This is an optimization exercise on Yosys and OpenROAD, whose aim is a short achievable clock period and few clock cycles, not a production implementation.
In this exercise RTL edits were held to simulation tests only and were not proved equivalent to the original.
No activity file was given, so power comes from the tool's default toggle rates.

===== flow/config.mk =====
export PLATFORM = sky130hd
export DESIGN_NAME = mips_cpu_bus
export DESIGN_NICKNAME = mips_cpu_bus
export VERILOG_FILES = /design/flow/design.v
export SDC_FILE = /design/flow/constraint.sdc
export NUM_CORES = 4
export LEC_CHECK = 0
export ABC_CLOCK_PERIOD_IN_PS = 1500
export CAP_MARGIN = 20
export CORE_MARGIN = 2
export CORE_UTILIZATION = 25
export PLACE_DENSITY = 0.45
export SLEW_MARGIN = 20
export SYNTH_HIERARCHICAL = 1
export SYNTH_MINIMUM_KEEP_SIZE = 0
export TNS_END_PERCENT = 5

===== flow/constraint.sdc =====
create_clock -name core_clock -period 10.5 [get_ports {clk}]
set_input_delay 2.1000 -clock core_clock [delete_from_list [all_inputs] [get_ports {clk}]]
set_output_delay 2.1000 -clock core_clock [all_outputs]
set_load 0.01 [all_outputs]

===== flow/design.v =====
package mips_pkg;
    localparam int word_w = 32;
    localparam int reg_addr_w = 5;
    localparam logic [word_w-1:0] reset_vector = 32'hbfc0_0000;
    localparam logic [5:0] op_r     = 6'h00;
    localparam logic [5:0] op_j     = 6'h02;
    localparam logic [5:0] op_beq   = 6'h04;
    localparam logic [5:0] op_bne   = 6'h05;
    localparam logic [5:0] op_addiu = 6'h09;
    localparam logic [5:0] op_slti  = 6'h0a;
    localparam logic [5:0] op_sltiu = 6'h0b;
    localparam logic [5:0] op_andi  = 6'h0c;
    localparam logic [5:0] op_ori   = 6'h0d;
    localparam logic [5:0] op_xori  = 6'h0e;
    localparam logic [5:0] op_lui   = 6'h0f;
    localparam logic [5:0] op_lw    = 6'h23;
    localparam logic [5:0] op_sw    = 6'h2b;
    localparam logic [5:0] fn_sll  = 6'h00;
    localparam logic [5:0] fn_srl  = 6'h02;
    localparam logic [5:0] fn_sra  = 6'h03;
    localparam logic [5:0] fn_jr   = 6'h08;
    localparam logic [5:0] fn_addu = 6'h21;
    localparam logic [5:0] fn_subu = 6'h23;
    localparam logic [5:0] fn_and  = 6'h24;
    localparam logic [5:0] fn_or   = 6'h25;
    localparam logic [5:0] fn_xor  = 6'h26;
    localparam logic [5:0] fn_slt  = 6'h2a;
    localparam logic [5:0] fn_sltu = 6'h2b;
    localparam int sel_add  = 0;
    localparam int sel_sub  = 1;
    localparam int sel_and  = 2;
    localparam int sel_or   = 3;
    localparam int sel_xor  = 4;
    localparam int sel_slt  = 5;
    localparam int sel_sltu = 6;
    localparam int sel_sll  = 7;
    localparam int sel_srl  = 8;
    localparam int sel_sra  = 9;
    localparam int sel_b    = 10;
    localparam int sel_w    = 11;
endpackage
`timescale 1ns/10ps
module mips_alu (
    input  logic [mips_pkg::sel_w-1:0] sel,
    input  logic [31:0]               a,
    input  logic [31:0]               b,
    input  logic [4:0]                shamt,
    output logic [31:0]               result
);
    logic [31:0] sum;
    logic [32:0] diff;
    logic        lt;
    logic        ltu;
    logic        carry;
    logic [31:0] other;
    mips_add add_i (.a (a), .b (b), .s (sum), .cout ());
    mips_add #(.ci(1'b1)) sub_i (.a (a), .b (~b), .s (diff[31:0]), .cout (carry));
    assign diff[32] = !carry;
    assign ltu = diff[32];
    assign lt = (a[31] != b[31]) ? a[31] : diff[31];
    mips_res_mux res_mux_i (
        .sel_add (sel[mips_pkg::sel_add]),
        .sel_sub (sel[mips_pkg::sel_sub]),
        .sum     (sum),
        .diff    (diff[31:0]),
        .other   (other),
        .result  (result)
    );
    assign other = ({32{sel[mips_pkg::sel_and]}}  & (a & b))
                  | ({32{sel[mips_pkg::sel_or]}}   & (a | b))
                  | ({32{sel[mips_pkg::sel_xor]}}  & (a ^ b))
                  | ({32{sel[mips_pkg::sel_slt]}}  & {31'd0, lt})
                  | ({32{sel[mips_pkg::sel_sltu]}} & {31'd0, ltu})
                  | ({32{sel[mips_pkg::sel_sll]}}  & (b << shamt))
                  | ({32{sel[mips_pkg::sel_srl]}}  & (b >> shamt))
                  | ({32{sel[mips_pkg::sel_sra]}}  & 32'($signed(b) >>> shamt))
                  | ({32{sel[mips_pkg::sel_b]}}    & b);
endmodule
module mips_res_mux (
    input  logic        sel_add,
    input  logic        sel_sub,
    input  logic [31:0] sum,
    input  logic [31:0] diff,
    input  logic [31:0] other,
    output logic [31:0] result
);
    assign result = ({32{sel_add}} & sum) | ({32{sel_sub}} & diff) | other;
endmodule
module mips_inc #(
    parameter int w = 32,
    parameter int k = 2
) (
    input  logic [w-1:0] a,
    output logic [w-1:0] s
);
    always_comb begin
        s = a;
        for (int i = k; i < w; i++)
            s[i] = a[i] ^ (&(a | ~((w'(1) << i) - (w'(1) << k))));
    end
endmodule
module mips_dec #(
    parameter int w = 14
) (
    input  logic [w-1:0] a,
    output logic [w-1:0] s
);
    always_comb begin
        for (int i = 0; i < w; i++)
            s[i] = a[i] ^ !(|(a & ((w'(1) << i) - w'(1))));
    end
endmodule
module mips_add #(
    parameter int   w = 32,
    parameter logic ci = 1'b0
) (
    input  logic [w-1:0] a,
    input  logic [w-1:0] b,
    output logic [w-1:0] s,
    output logic         cout
);
    localparam logic cin = ci;
    localparam int levels = (w > 16) ? 5 : (w > 8) ? 4 : (w > 4) ? 3 : (w > 2) ? 2 : 1;
    logic [w-1:0] p0;
    logic [w-1:0] g [levels+1];
    logic [w-1:0] p [levels+1];
    logic [w:0]   c;
    assign p0 = a ^ b;
    always_comb begin
        g[0] = a & b;
        g[0][0] = (a[0] & b[0]) | (p0[0] & cin);
        p[0] = p0;
        for (int l = 0; l < levels; l++) begin
            for (int i = 0; i < w; i++) begin
                if (i >= (1 << l)) begin
                    g[l+1][i] = g[l][i] | (p[l][i] & g[l][i - (1 << l)]);
                    p[l+1][i] = p[l][i] & p[l][i - (1 << l)];
                end else begin
                    g[l+1][i] = g[l][i];
                    p[l+1][i] = p[l][i];
                end
            end
        end
    end
    assign c = {g[levels], cin};
    assign s = p0 ^ c[w-1:0];
    assign cout = c[w];
endmodule
`timescale 1ns/10ps
module mips_reg_file (
    input  logic        clk,
    input  logic        reset,
    input  logic [4:0]  ra,
    input  logic [4:0]  rb,
    output logic [31:0] da,
    output logic [31:0] db,
    input  logic [4:0]  rc,
    input  logic [4:0]  rd,
    output logic [31:0] dc,
    output logic [31:0] dd,
    input  logic        we_a,
    input  logic [4:0]  wa_a,
    input  logic [31:0] wd_a,
    input  logic        we_b,
    input  logic [4:0]  wa_b,
    input  logic [31:0] wd_b,
    output logic [31:0] register_v0
);
    for (genvar k = 0; k < 4; k++) begin : g_slice
        mips_reg_slice slice_i (
            .clk, .reset,
            .ra, .rb, .da (da[8*k+7:8*k]), .db (db[8*k+7:8*k]),
            .rc, .rd, .dc (dc[8*k+7:8*k]), .dd (dd[8*k+7:8*k]),
            .we_a, .wa_a, .wd_a (wd_a[8*k+7:8*k]),
            .we_b, .wa_b, .wd_b (wd_b[8*k+7:8*k]),
            .v0 (register_v0[8*k+7:8*k])
        );
    end
endmodule
module mips_reg_slice (
    input  logic       clk,
    input  logic       reset,
    input  logic [4:0] ra,
    input  logic [4:0] rb,
    output logic [7:0] da,
    output logic [7:0] db,
    input  logic [4:0] rc,
    input  logic [4:0] rd,
    output logic [7:0] dc,
    output logic [7:0] dd,
    input  logic       we_a,
    input  logic [4:0] wa_a,
    input  logic [7:0] wd_a,
    input  logic       we_b,
    input  logic [4:0] wa_b,
    input  logic [7:0] wd_b,
    output logic [7:0] v0
);
    logic [7:0] regs [1:31];
    always_ff @(posedge clk) begin
        if (reset) begin
            for (int i = 1; i < 32; i++)
                regs[i] <= '0;
        end else begin
            for (int i = 1; i < 32; i++) begin
                if (we_a && wa_a == 5'(i))
                    regs[i] <= wd_a;
                else if (we_b && wa_b == 5'(i))
                    regs[i] <= wd_b;
            end
        end
    end
    always_comb begin
        da = '0;
        db = '0;
        dc = '0;
        dd = '0;
        for (int i = 1; i < 32; i++) begin
            da = da | ({8{ra == 5'(i)}} & regs[i]);
            db = db | ({8{rb == 5'(i)}} & regs[i]);
            dc = dc | ({8{rc == 5'(i)}} & regs[i]);
            dd = dd | ({8{rd == 5'(i)}} & regs[i]);
        end
    end
    assign v0 = regs[2];
endmodule
`timescale 1ns/10ps
module mips_control (
    input  logic [31:0]               ins,
    output logic [mips_pkg::sel_w-1:0] alu_sel,
    output logic                      wen,       
    output logic [4:0]                wd,        
    output logic                      use_imm,
    output logic [31:0]               imm_ext,   
    output logic                      is_lw,
    output logic                      is_sw,
    output logic                      is_beq,
    output logic                      is_bne,
    output logic                      is_j,
    output logic                      is_jr
);
    logic [5:0] op;
    logic [5:0] fn;
    logic       rtype;
    logic       wr;
    assign op = ins[31:26];
    assign fn = ins[5:0];
    assign rtype = op == mips_pkg::op_r;
    always_comb begin
        alu_sel = '0;
        wr = 1'b1;
        use_imm = 1'b1;
        imm_ext = {{16{ins[15]}}, ins[15:0]};
        case (op)
            mips_pkg::op_r: begin
                use_imm = 1'b0;
                case (fn)
                    mips_pkg::fn_sll:  alu_sel[mips_pkg::sel_sll] = 1'b1;
                    mips_pkg::fn_srl:  alu_sel[mips_pkg::sel_srl] = 1'b1;
                    mips_pkg::fn_sra:  alu_sel[mips_pkg::sel_sra] = 1'b1;
                    mips_pkg::fn_addu: alu_sel[mips_pkg::sel_add] = 1'b1;
                    mips_pkg::fn_subu: alu_sel[mips_pkg::sel_sub] = 1'b1;
                    mips_pkg::fn_and:  alu_sel[mips_pkg::sel_and] = 1'b1;
                    mips_pkg::fn_or:   alu_sel[mips_pkg::sel_or] = 1'b1;
                    mips_pkg::fn_xor:  alu_sel[mips_pkg::sel_xor] = 1'b1;
                    mips_pkg::fn_slt:  alu_sel[mips_pkg::sel_slt] = 1'b1;
                    mips_pkg::fn_sltu: alu_sel[mips_pkg::sel_sltu] = 1'b1;
                    default:           wr = 1'b0;
                endcase
            end
            mips_pkg::op_addiu: alu_sel[mips_pkg::sel_add] = 1'b1;
            mips_pkg::op_slti:  alu_sel[mips_pkg::sel_slt] = 1'b1;
            mips_pkg::op_sltiu: alu_sel[mips_pkg::sel_sltu] = 1'b1;
            mips_pkg::op_andi: begin
                alu_sel[mips_pkg::sel_and] = 1'b1;
                imm_ext = {16'h0000, ins[15:0]};
            end
            mips_pkg::op_ori: begin
                alu_sel[mips_pkg::sel_or] = 1'b1;
                imm_ext = {16'h0000, ins[15:0]};
            end
            mips_pkg::op_xori: begin
                alu_sel[mips_pkg::sel_xor] = 1'b1;
                imm_ext = {16'h0000, ins[15:0]};
            end
            mips_pkg::op_lui: begin
                alu_sel[mips_pkg::sel_b] = 1'b1;
                imm_ext = {ins[15:0], 16'h0000};
            end
            default: begin
                wr = 1'b0;
                use_imm = 1'b0;
            end
        endcase
    end
    assign wd = rtype ? ins[15:11] : ins[20:16];
    assign wen = wr && wd != 5'd0;
    assign is_lw = op == mips_pkg::op_lw;
    assign is_sw = op == mips_pkg::op_sw;
    assign is_beq = op == mips_pkg::op_beq;
    assign is_bne = op == mips_pkg::op_bne;
    assign is_j = op == mips_pkg::op_j;
    assign is_jr = rtype && fn == mips_pkg::fn_jr;
endmodule
module mips_icache #(
    parameter int idx_w = 7
) (
    input  logic        clk,
    input  logic        reset,
    input  logic        we,
    input  logic [31:0] wa,
    input  logic [31:0] wd,
    input  logic        la_en,
    input  logic [31:0] la_d,
    output logic        lhit,
    output logic [31:0] ldata,
    input  logic        lb_en,
    input  logic [31:0] lb_d,
    output logic        lbhit,
    output logic [31:0] lbdata
);
    mips_icache_tags #(.idx_w(idx_w)) tags_i (
        .clk, .reset, .we, .wa,
        .la_en, .la_d, .lhit,
        .lb_en, .lb_d, .lbhit
    );
    for (genvar k = 0; k < 4; k++) begin : g_slice
        mips_icache_data #(.idx_w(idx_w)) data_i (
            .clk, .reset, .we, .wa (wa[idx_w+1:2]), .wd (wd[8*k+7:8*k]),
            .la_en, .la_d (la_d[idx_w+1:2]), .ldata (ldata[8*k+7:8*k]),
            .lb_en, .lb_d (lb_d[idx_w+1:2]), .lbdata (lbdata[8*k+7:8*k])
        );
    end
endmodule
module mips_icache_tags #(
    parameter int idx_w = 7
) (
    input  logic        clk,
    input  logic        reset,
    input  logic        we,
    input  logic [31:0] wa,
    input  logic        la_en,
    input  logic [31:0] la_d,
    output logic        lhit,
    input  logic        lb_en,
    input  logic [31:0] lb_d,
    output logic        lbhit
);
    localparam int n = 2**idx_w;
    localparam int tag_w = 10 - idx_w;
    logic [n-1:0]       valid;
    logic [tag_w-1:0]   tags [n];
    logic [19:0]        region;
    logic [31:0]        la;
    logic [31:0]        lb;
    logic               f_we;
    logic [31:0]        f_wa;
    logic               f_same;
    always_ff @(posedge clk) begin
        if (la_en)
            la <= la_d;
        if (reset)
            lb <= mips_pkg::reset_vector + 32'd4;
        else if (lb_en)
            lb <= lb_d;
    end
    always_ff @(posedge clk) begin
        if (reset)
            f_we <= 1'b0;
        else
            f_we <= we;
        f_wa <= wa;
    end
    assign f_same = f_wa[31:12] == region;
    always_ff @(posedge clk) begin
        if (reset) begin
            valid <= '0;
        end else if (f_we) begin
            if (!f_same)
                valid <= '0;
            valid[f_wa[idx_w+1:2]] <= 1'b1;
        end
    end
    always_ff @(posedge clk) begin
        if (f_we)
            region <= f_wa[31:12];
        for (int i = 0; i < n; i++)
            if (f_we && f_wa[idx_w+1:2] == idx_w'(i))
                tags[i] <= f_wa[11:idx_w+2];
    end
    assign lhit = valid[la[idx_w+1:2]] && tags[la[idx_w+1:2]] == la[11:idx_w+2]
               && la[31:12] == region;
    assign lbhit = valid[lb[idx_w+1:2]] && tags[lb[idx_w+1:2]] == lb[11:idx_w+2]
                && lb[31:12] == region;
endmodule
module mips_icache_data #(
    parameter int idx_w = 7
) (
    input  logic             clk,
    input  logic             reset,
    input  logic             we,
    input  logic [idx_w-1:0] wa,
    input  logic [7:0]       wd,
    input  logic             la_en,
    input  logic [idx_w-1:0] la_d,
    output logic [7:0]       ldata,
    input  logic             lb_en,
    input  logic [idx_w-1:0] lb_d,
    output logic [7:0]       lbdata
);
    localparam int n = 2**idx_w;
    localparam logic [31:0] lb_reset = mips_pkg::reset_vector + 32'd4;
    logic [7:0]         data [n];
    logic [idx_w-1:0]   la;
    logic [idx_w-1:0]   lb;
    logic               f_we;
    logic [idx_w-1:0]   f_wa;
    logic [7:0]         f_wd;
    always_ff @(posedge clk) begin
        if (la_en)
            la <= la_d;
        if (reset)
            lb <= lb_reset[idx_w+1:2];
        else if (lb_en)
            lb <= lb_d;
    end
    always_ff @(posedge clk) begin
        if (reset)
            f_we <= 1'b0;
        else
            f_we <= we;
        f_wa <= wa;
        f_wd <= wd;
    end
    always_ff @(posedge clk) begin
        for (int i = 0; i < n; i++)
            if (f_we && f_wa == idx_w'(i))
                data[i] <= f_wd;
    end
    assign ldata = data[la];
    assign lbdata = data[lb];
endmodule
`timescale 1ns/10ps
module mips_cpu_bus (
    input  logic        clk,
    input  logic        reset,
    output logic        active,
    output logic [31:0] register_v0,
    output logic [31:0] address,
    output logic        read,
    output logic        write,
    output logic [31:0] writedata,
    output logic [3:0]  byteenable,
    input  logic        waitrequest,
    input  logic [31:0] readdata
);
    localparam int cache_idx_w = 6;
    localparam logic [31:0] pf_limit = 32'd192;
    logic [31:0] addr_q;       
    logic        rd_q;
    logic        wr_q;
    logic        data_q;       
    logic        pf_ok_q;      
    logic [31:0] wdata_q;
    logic [4:0]  ld_rt;        
    logic [31:0] fpc;          
    logic [31:0] fpc4;         
    logic        fpc_nz;       
    logic        fpc4_nz;      
    logic        c_hit;        
    logic [31:0] c_ins;        
    logic [31:0] pf;           
    logic [31:0] pfd_q;
    logic        ev;
    logic [31:0] ir;
    logic [31:0] op_a;
    logic [31:0] op_b;
    logic        byp_a;        
    logic        byp_b;
    logic [31:0] res_q;        
    logic [31:0] tgt_q;        
    logic [mips_pkg::sel_w-1:0] e_sel;
    logic        e_wen;
    logic [4:0]  e_wd;
    logic        e_lw;
    logic        e_sw;
    logic        e_beq;
    logic        e_bne;
    logic        e_j;
    logic        e_jr;
    logic        e_use_imm;
    logic        active_q;
    logic        pref_sel;
    logic        bus_rd;
    logic [31:0] bus_addr;
    logic        stall;
    logic        bus_fetch;
    logic        pref_now;
    logic        f_avail;
    logic        ld_wr;
    logic        hazard;
    logic        e_br;
    logic        exec;
    logic        f_take;
    logic        e_write;
    logic [31:0] ex_a;
    logic [31:0] ex_b;
    logic [31:0] result;
    logic        equal;
    logic        taken;
    logic        redirect;
    logic [31:0] target;
    logic [31:0] target4;
    logic        target_nz;
    logic        target4_nz;
    logic [31:0] tgt4;
    logic [31:0] ex_a4;
    logic [31:0] imm_sext;
    logic [31:0] ea;
    logic        memop;
    logic        mem_next;
    logic [31:0] fpc44;
    logic [31:0] fpc_next;
    logic [31:0] fpc4_next;
    logic        fpc_next_nz;
    logic        fpc4_next_nz;
    logic        ev_next;
    logic        hit_t;
    logic [31:0] ins_t;
    logic        hit_s;
    logic [31:0] ins_s;
    logic        c_hit_next;
    logic [31:0] c_ins_next;
    logic [31:0] pf4;
    logic [31:0] pf_next;
    logic [31:0] pf_dist;
    logic        pf_ok;
    logic        bus_rd_q;
    logic        req_q;
    logic        bus_rd_next;
    logic        pf_ok_hold;
    logic        pf_ok_step;
    logic        pf_keep;
    logic [31:0] fins;
    logic [mips_pkg::sel_w-1:0] f_sel;
    logic        f_wen;
    logic [4:0]  f_wd;
    logic        f_use_imm;
    logic [31:0] f_imm;
    logic        f_lw;
    logic        f_sw;
    logic        f_beq;
    logic        f_bne;
    logic        f_j;
    logic        f_jr;
    logic [4:0]  f_rs;
    logic [4:0]  f_rt;
    logic [31:0] rf_a_bus;
    logic [31:0] rf_b_bus;
    logic [31:0] rf_a_c;
    logic [31:0] rf_b_c;
    logic [31:0] f_a;
    logic [31:0] f_b;
    logic        f_byp_a;
    logic        f_byp_b;
    logic [31:0] f_tgt;
    logic [17:0] f_lo;
    logic        f_lo_c;
    logic [13:0] fpc4_hi_p1;
    logic [13:0] fpc4_hi_m1;
    logic [13:0] f_hi;
    assign pref_sel = !data_q && c_hit;
    assign bus_rd = bus_rd_q;
    assign bus_addr = pref_sel ? pf : addr_q;
    assign stall = req_q && waitrequest;
    assign bus_fetch = rd_q && !data_q && !c_hit;
    assign pref_now = rd_q && pref_sel && pf_ok_q;
    assign f_avail = bus_fetch || c_hit;
    assign ld_wr = data_q && rd_q && ld_rt != 5'd0;
    assign hazard = ld_wr && (ir[25:21] == ld_rt || ir[20:16] == ld_rt);
    assign e_br = e_j || e_jr || e_beq || e_bne;
    assign exec = ev && !hazard && (!e_br || f_avail);
    assign f_take = f_avail && (exec || !ev);
    assign fins = bus_fetch ? readdata : c_ins;
    mips_control mips_control_i (
        .ins     (fins),
        .alu_sel (f_sel),
        .wen     (f_wen),
        .wd      (f_wd),
        .use_imm (f_use_imm),
        .imm_ext (f_imm),
        .is_lw   (f_lw),
        .is_sw   (f_sw),
        .is_beq  (f_beq),
        .is_bne  (f_bne),
        .is_j    (f_j),
        .is_jr   (f_jr)
    );
    assign f_rs = fins[25:21];
    assign f_rt = fins[20:16];
    assign e_write = exec && e_wen;
    mips_reg_file mips_reg_file_i (
        .clk, .reset,
        .ra (readdata[25:21]), .rb (readdata[20:16]), .da (rf_a_bus), .db (rf_b_bus),
        .rc (c_ins[25:21]), .rd (c_ins[20:16]), .dc (rf_a_c), .dd (rf_b_c),
        .we_a (!stall && e_write), .wa_a (e_wd), .wd_a (result),
        .we_b (!stall && ld_wr), .wa_b (ld_rt), .wd_b (readdata),
        .register_v0
    );
    assign f_byp_a = e_write && e_wd == f_rs;
    assign f_byp_b = e_write && e_wd == f_rt && !f_use_imm;
    always_comb begin
        if (bus_fetch)
            f_a = rf_a_bus;
        else if (ld_wr && ld_rt == c_ins[25:21])
            f_a = readdata;
        else
            f_a = rf_a_c;
        if (f_use_imm)
            f_b = f_imm;
        else if (bus_fetch)
            f_b = rf_b_bus;
        else if (ld_wr && ld_rt == c_ins[20:16])
            f_b = readdata;
        else
            f_b = rf_b_c;
    end
    mips_add #(.w(18)) lo_i (.a (fpc4[17:0]), .b ({fins[15:0], 2'b00}), .s (f_lo), .cout (f_lo_c));
    mips_inc #(.w(14), .k(0)) hip_i (.a (fpc4[31:18]), .s (fpc4_hi_p1));
    mips_dec #(.w(14)) him_i (.a (fpc4[31:18]), .s (fpc4_hi_m1));
    always_comb begin
        case ({fins[15], f_lo_c})
            2'b01: f_hi = fpc4_hi_p1;
            2'b10: f_hi = fpc4_hi_m1;
            default: f_hi = fpc4[31:18];
        endcase
    end
    assign f_tgt = f_j ? {fpc4[31:28], fins[25:0], 2'b00} : {f_hi, f_lo};
    assign ex_a = byp_a ? res_q : op_a;
    assign ex_b = byp_b ? res_q : op_b;
    mips_alu mips_alu_i (
        .sel    (e_sel),
        .a      (ex_a),
        .b      (ex_b),
        .shamt  (ir[10:6]),
        .result (result)
    );
    assign equal = ex_a == ex_b;
    assign taken = e_j || e_jr || (e_beq && equal) || (e_bne && !equal);
    assign redirect = exec && taken;
    mips_inc tgt4_i (.a (tgt_q), .s (tgt4));
    mips_inc exa4_i (.a (ex_a), .s (ex_a4));
    assign target = e_jr ? ex_a : tgt_q;
    assign target4 = e_jr ? ex_a4 : tgt4;
    assign target_nz = target != 32'd0;
    assign target4_nz = target4 != 32'd0;
    assign imm_sext = {{16{ir[15]}}, ir[15:0]};
    mips_add ea_i (.a (ex_a), .b (imm_sext), .s (ea), .cout ());
    assign memop = (e_lw || e_sw) && ex_a[1:0] + ir[1:0] == 2'b00;
    assign mem_next = exec && memop;
    mips_inc fpc44_i (.a (fpc4), .s (fpc44));
    assign fpc_next = redirect ? target : (f_take ? fpc4 : fpc);
    assign fpc4_next = redirect ? target4 : (f_take ? fpc44 : fpc4);
    assign fpc_next_nz = redirect ? target_nz : (f_take ? fpc4_nz : fpc_nz);
    assign fpc4_next_nz = redirect ? target4_nz : (f_take ? fpc44 != 32'd0 : fpc4_nz);
    mips_icache #(.idx_w(cache_idx_w)) mips_icache_i (
        .clk, .reset,
        .we (!stall && bus_rd && !data_q), .wa (bus_addr), .wd (readdata),
        .la_en (!stall && f_take), .la_d (f_tgt), .lhit (hit_t), .ldata (ins_t),
        .lb_en (!stall), .lb_d (fpc4_next), .lbhit (hit_s), .lbdata (ins_s)
    );
    always_comb begin
        if (redirect) begin
            c_hit_next = hit_t && !e_jr;
            c_ins_next = ins_t;
        end else if (f_take) begin
            c_hit_next = hit_s;
            c_ins_next = ins_s;
        end else begin
            c_hit_next = c_hit;
            c_ins_next = c_ins;
        end
    end
    assign ev_next = f_take || (ev && !exec);
    mips_inc pf4_i (.a (pf), .s (pf4));
    mips_add #(.ci(1'b1)) pfd_i (.a (pf), .b (~fpc4), .s (pf_dist), .cout ());
    assign pf_keep = pfd_q < pf_limit - 32'd4;
    assign pf_next = (bus_fetch && !pf_keep) ? fpc4 : (pref_now ? pf4 : pf);
    assign pf_ok_hold = pfd_q < pf_limit && pf[31:12] == fpc4[31:12] && pf != 32'd0;
    assign pf_ok_step = (pfd_q < pf_limit - 32'd4 || pfd_q[31:2] == 30'h3fffffff)
                     && pf4[31:12] == fpc4[31:12] && pf4 != 32'd0;
    always_comb begin
        if (bus_fetch)
            pf_ok = pf_keep ? pf_ok_hold : fpc4_nz;
        else if (pref_now)
            pf_ok = pf_ok_step;
        else
            pf_ok = pf_ok_hold;
    end
    always_ff @(posedge clk) begin
        if (reset) begin
            addr_q <= mips_pkg::reset_vector;
            rd_q <= 1'b1;
            wr_q <= 1'b0;
            data_q <= 1'b0;
            pf_ok_q <= 1'b0;
            bus_rd_q <= 1'b1;
            req_q <= 1'b1;
            fpc <= mips_pkg::reset_vector;
            fpc4 <= mips_pkg::reset_vector + 32'd4;
            fpc_nz <= 1'b1;
            fpc4_nz <= 1'b1;
            c_hit <= 1'b0;
            ev <= 1'b0;
            active_q <= 1'b1;
        end else if (!stall) begin
            if (mem_next) begin
                addr_q <= ea;
                rd_q <= e_lw;
                wr_q <= e_sw;
                data_q <= 1'b1;
            end else begin
                addr_q <= fpc_next;
                rd_q <= fpc_next_nz;
                wr_q <= 1'b0;
                data_q <= 1'b0;
            end
            pf_ok_q <= pf_ok;
            bus_rd_q <= bus_rd_next;
            req_q <= bus_rd_next || (mem_next && e_sw);
            fpc <= fpc_next;
            fpc4 <= fpc4_next;
            fpc_nz <= fpc_next_nz;
            fpc4_nz <= fpc4_next_nz;
            c_hit <= c_hit_next;
            ev <= ev_next;
            active_q <= mem_next || fpc_next_nz || ev_next;
        end
    end
    always_ff @(posedge clk) begin
        if (!stall) begin
            c_ins <= c_ins_next;
            pf <= pf_next;
            pfd_q <= pf_dist;
            if (exec)
                res_q <= result;
            if (mem_next) begin
                wdata_q <= ex_b;
                ld_rt <= ir[20:16];
            end
            if (f_take) begin
                ir <= fins;
                e_sel <= f_sel;
                e_wen <= f_wen;
                e_wd <= f_wd;
                e_lw <= f_lw;
                e_sw <= f_sw;
                e_beq <= f_beq;
                e_bne <= f_bne;
                e_j <= f_j;
                e_jr <= f_jr;
                e_use_imm <= f_use_imm;
                op_a <= f_a;
                op_b <= f_b;
                byp_a <= f_byp_a;
                byp_b <= f_byp_b;
                tgt_q <= f_tgt;
            end else if (ld_wr && !exec) begin
                if (ir[25:21] == ld_rt) begin
                    op_a <= readdata;
                    byp_a <= 1'b0;
                end
                if (ir[20:16] == ld_rt && !e_use_imm) begin
                    op_b <= readdata;
                    byp_b <= 1'b0;
                end
            end
        end
    end
    assign active = active_q;
    assign bus_rd_next = mem_next ? e_lw : (fpc_next_nz && (!c_hit_next || pf_ok));
    mips_quiet quiet_rd_i (.a (bus_rd_q), .reset, .y (read));
    mips_quiet quiet_wr_i (.a (wr_q), .reset, .y (write));
    for (genvar k = 0; k < 4; k++) begin : g_be
        mips_quiet quiet_be_i (.a (req_q), .reset, .y (byteenable[k]));
    end
    for (genvar k = 0; k < 4; k++) begin : g_addr
        mips_addr_out addr_out_i (
            .clk, .reset, .en (!stall), .sel_d (!mem_next && c_hit_next),
            .pf (pf[8*k+7:8*k]), .fa (addr_q[8*k+7:8*k]),
            .y (address[8*k+7:8*k])
        );
    end
    assign writedata = wdata_q;
endmodule
module mips_quiet (
    input  logic a,
    input  logic reset,
    output logic y
);
    assign y = a && !reset;
endmodule
module mips_addr_out (
    input  logic       clk,
    input  logic       reset,
    input  logic       en,
    input  logic       sel_d,
    input  logic [7:0] pf,
    input  logic [7:0] fa,
    output logic [7:0] y
);
    logic sel_q;
    always_ff @(posedge clk) begin
        if (reset)
            sel_q <= 1'b0;
        else if (en)
            sel_q <= sel_d;
    end
    assign y = sel_q ? pf : fa;
endmodule

===== flow/flow/run.sh =====
#!/bin/bash
# The standard layout, with timing repair aimed below the clock period
# (setup margin) and the port buffers made from a stronger buffer cell.
set -euo pipefail
bash standard.sh SETUP_SLACK_MARGIN=6 "BUFFER_PORTS_ARGS=-buffer_cell sky130_fd_sc_hd__buf_8" finish > flow_make.log 2>&1

===== flow/standard.sh =====
#!/bin/bash
# synth_recipe.tcl (not shown) runs the flow's synth.tcl, then flattens the netlist and writes it again
# the make line also repeats each setting of config.mk as NAME=value (left out here)
make -C /OpenROAD-flow-scripts/flow DESIGN_CONFIG=/design/flow/config.mk WORK_HOME=/design/flow/orfs CLKGATE_MAP_FILE= SYNTH_SCRIPT=/design/flow/synth_recipe.tcl "${@:-finish}"

==> results_dict.tcl <==
set metrics [dict create \
    area_delta_synth_final_pct 19.26 \
    fp-row-count 359 \
    grt_overflow_total 0 \
    totalWireLength_um 2001000 \
    drive_gt1_share_pct 16.88 \
    slew_viol_final 0 \
    root_buffer "clkbuf_16" \
    dpl.hpwl_um 1405000 \
    hold_viol 0 \
    power.density_mw_per_mm2 210.5 \
    status "no timing/DRC/antenna violations" \
    cts_tree "yes" \
    cp_max_fo 35 \
    leakagePower_nw 93.89 \
    start_util_pct 25.05 \
    syn_inst 24190 \
    cp.required_ps 11280 \
    vias 253400 \
    max-cap-violations 0 \
    ant_nets 0 \
    clk_pin_slew_ps 60 \
    core_mm2 0.9545 \
    grt_pass1_vias 229700 \
    drc_errors 0 \
    syn_area_mm2 0.2391 \
    fin_crit_sh_pct 47.81 \
    grt.total_usage_pct 39.17 \
    arrival_ps 5810 \
    cts_buffer_depth 5 \
    portBuffers 137 \
    cts_inserted_buffers 538 \
    synth_warnings 27 \
    finalWorstPathRequiredPeriod_ps 5020 \
    slew_headroom_pct 7.216 \
    io_pins 138 \
    power.total_mw 60.01 \
    fin_hold_ws_ps 449.6 \
    worst_slew_pin_slew_ps 1389 \
    worst_setup_path_end_kind "register" \
    hold_path_class "reg -> reg" \
    clock_sinks 4001 \
    nNetsFinal 24420 \
    final_common_cell "edfxtp_1" \
    drtPass1Iterations 10 \
    postSynthAreaPerCell_um2 9.885 \
    gp_congestion 1.077 \
    fp.dieH_um 982.0 \
    via_per_inst 6.785 \
    grt_pass1_wl_um 2515000 \
    fin_skew_ps 114.9 \
    setup_tns_ps 0 \
    hold_buffers 0 \
    max_freq_mhz 199.2 \
    regToRegSetupSlack_ps 5480 \
    finish.utilization_pct 29.87 \
    setup_viol 0 \
    rsz0062_at_grt "true" \
    fp.dieW_um 982.0 \
    die_area_mm2 0.9642 \
    antenna_found_initial 303 \
    grt_max_degree 171 \
    h-tree-depth 6 \
    crit_path_start_kind "register" \
    first_iter_violations 45860 \
    final_cell_mix "edfxtp_1, nor2_1, mux2i_1, nand3_1, nand2_1" \
    critical_path_class "reg -> reg" \
    ir_drop_uv 160.6 \
    drt-wirelength-per-cell_um 53.57 \
    clock_latency_ps 1100 \
]
==> per-layer routing <==
| layer | track usage, % | vias to the layer above | routed length (µm) |
|---|---|---|---|
| met1 | 48.81 | 129500 | 762200 |
| met4 | 28.21 | 150 | 186400 |
| met2 | 57.05 | 22000 | 822200 |
| met3 | 12.39 | 6212 | 228100 |
| met5 | 0 | - | 1597 |
| li1 | - | 95540 | - |
==> flip-flops by register name, summed over array words and instances (netlist names), 64 cells and up <==
signal / cells
mips_icache_i.tags_i.valid: 64
mips_reg_file_i.g_slice.slice_i.regs: 992
mips_icache_i.g_slice.data_i.data: 2048
mips_icache_i.tags_i.tags: 256
==> worst paths after layout <==
path                                                         from              endpoint  depth (start not counted)
setup / recovery  mips_icache_i.g_slice[1].data_i.la[5]$_DFFE_PP_   c_ins[12]$_DFFE_PP_                         10
setup reg to reg  mips_icache_i.g_slice[1].data_i.la[5]$_DFFE_PP_   c_ins[12]$_DFFE_PP_                         10
hold reg to reg                              fpc[13]$_SDFFE_PP0N_  fpc[13]$_SDFFE_PP0N_                          2
hold / removal                               fpc[13]$_SDFFE_PP0N_  fpc[13]$_SDFFE_PP0N_                          2
==> cell type report <==
cell class,instances,area [µm²]
clock buffer,702,14800
multi-input combinational,17570,126700
sequential,4001,107100
fill,98450,669400
clock inverter,254,2836
antenna,159,397.9
timing repair buffer,1750,16500
inverter,271,1054
tap,12640,15810
==> stage by stage <==
step           setup slack [ps]  instance area (µm²)  instances
2_1_floorplan              5382               239200      24190
3_3_place_gp               3520               260300      35960
3_5_place_dp               3630               260700      35970
4_1_cts                    5586               282000      37080
5_1_grt                    5421               284800      37210
6_report                   5480               285100      37350
==> power by group <==
| part | internal [mW] | switching (mW) | total [mW] |
|---|---|---|---|
| logic | 5.55 | 16.7 | 22.3 |
| registers | 17.5 | 0.870 | 18.4 |
| clock network | 11.2 | 8.12 | 19.3 |
==> critical path, cell delays in order (launching register included) <==
cell and delay (ps):
edfxtp_1 330, buf_4 390, buf_4 580, nor2_2 70, buf_4 250, and2_1 440, a22o_1 450, or3_1 480
or4_1 790, o32a_1 420, mux2_2 400
==> repair_timing <==
action | 4_1_cts | 5_1_grt
hold endpoints to repair | 0 | 0
gates resized for setup | 443 | 314
gates cloned | 20 | 22
endpoints found under the setup margin | 1428 | 1290
pin swaps | 81 | 88
buffers inserted | 128 | 72
Testbench counts, summed over its fixed seeds: cycles 42,861.

## re-timing with driven ports
The results above use ideal ports. As a check the final layout listed here was re-extracted and re-timed, cells and wires unchanged. Step 1: set_driving_cell puts a clkbuf_16 on clk and a buf_2 on each other input, an assumption about the parent block. Step 2 moves the port delays by t, midway between the first and last clock arrival at a register: inputs arrive t later, outputs are due t later. That takes back most of the time a late clock gives input paths. Slacks: ideal ports / drivers / drivers and shift; pairs: ideal ports / drivers.
shift t [ns]: 1.201
setup WS [ns]: 5.480 / 5.352 / 4.151
worst register clock-pin slew, ns: 0.08 / 0.08
After both steps setup and hold are still met in this run. For this run, drivers alone change the setup slack by -0.128 ns; drivers and shift together by -1.329 ns.
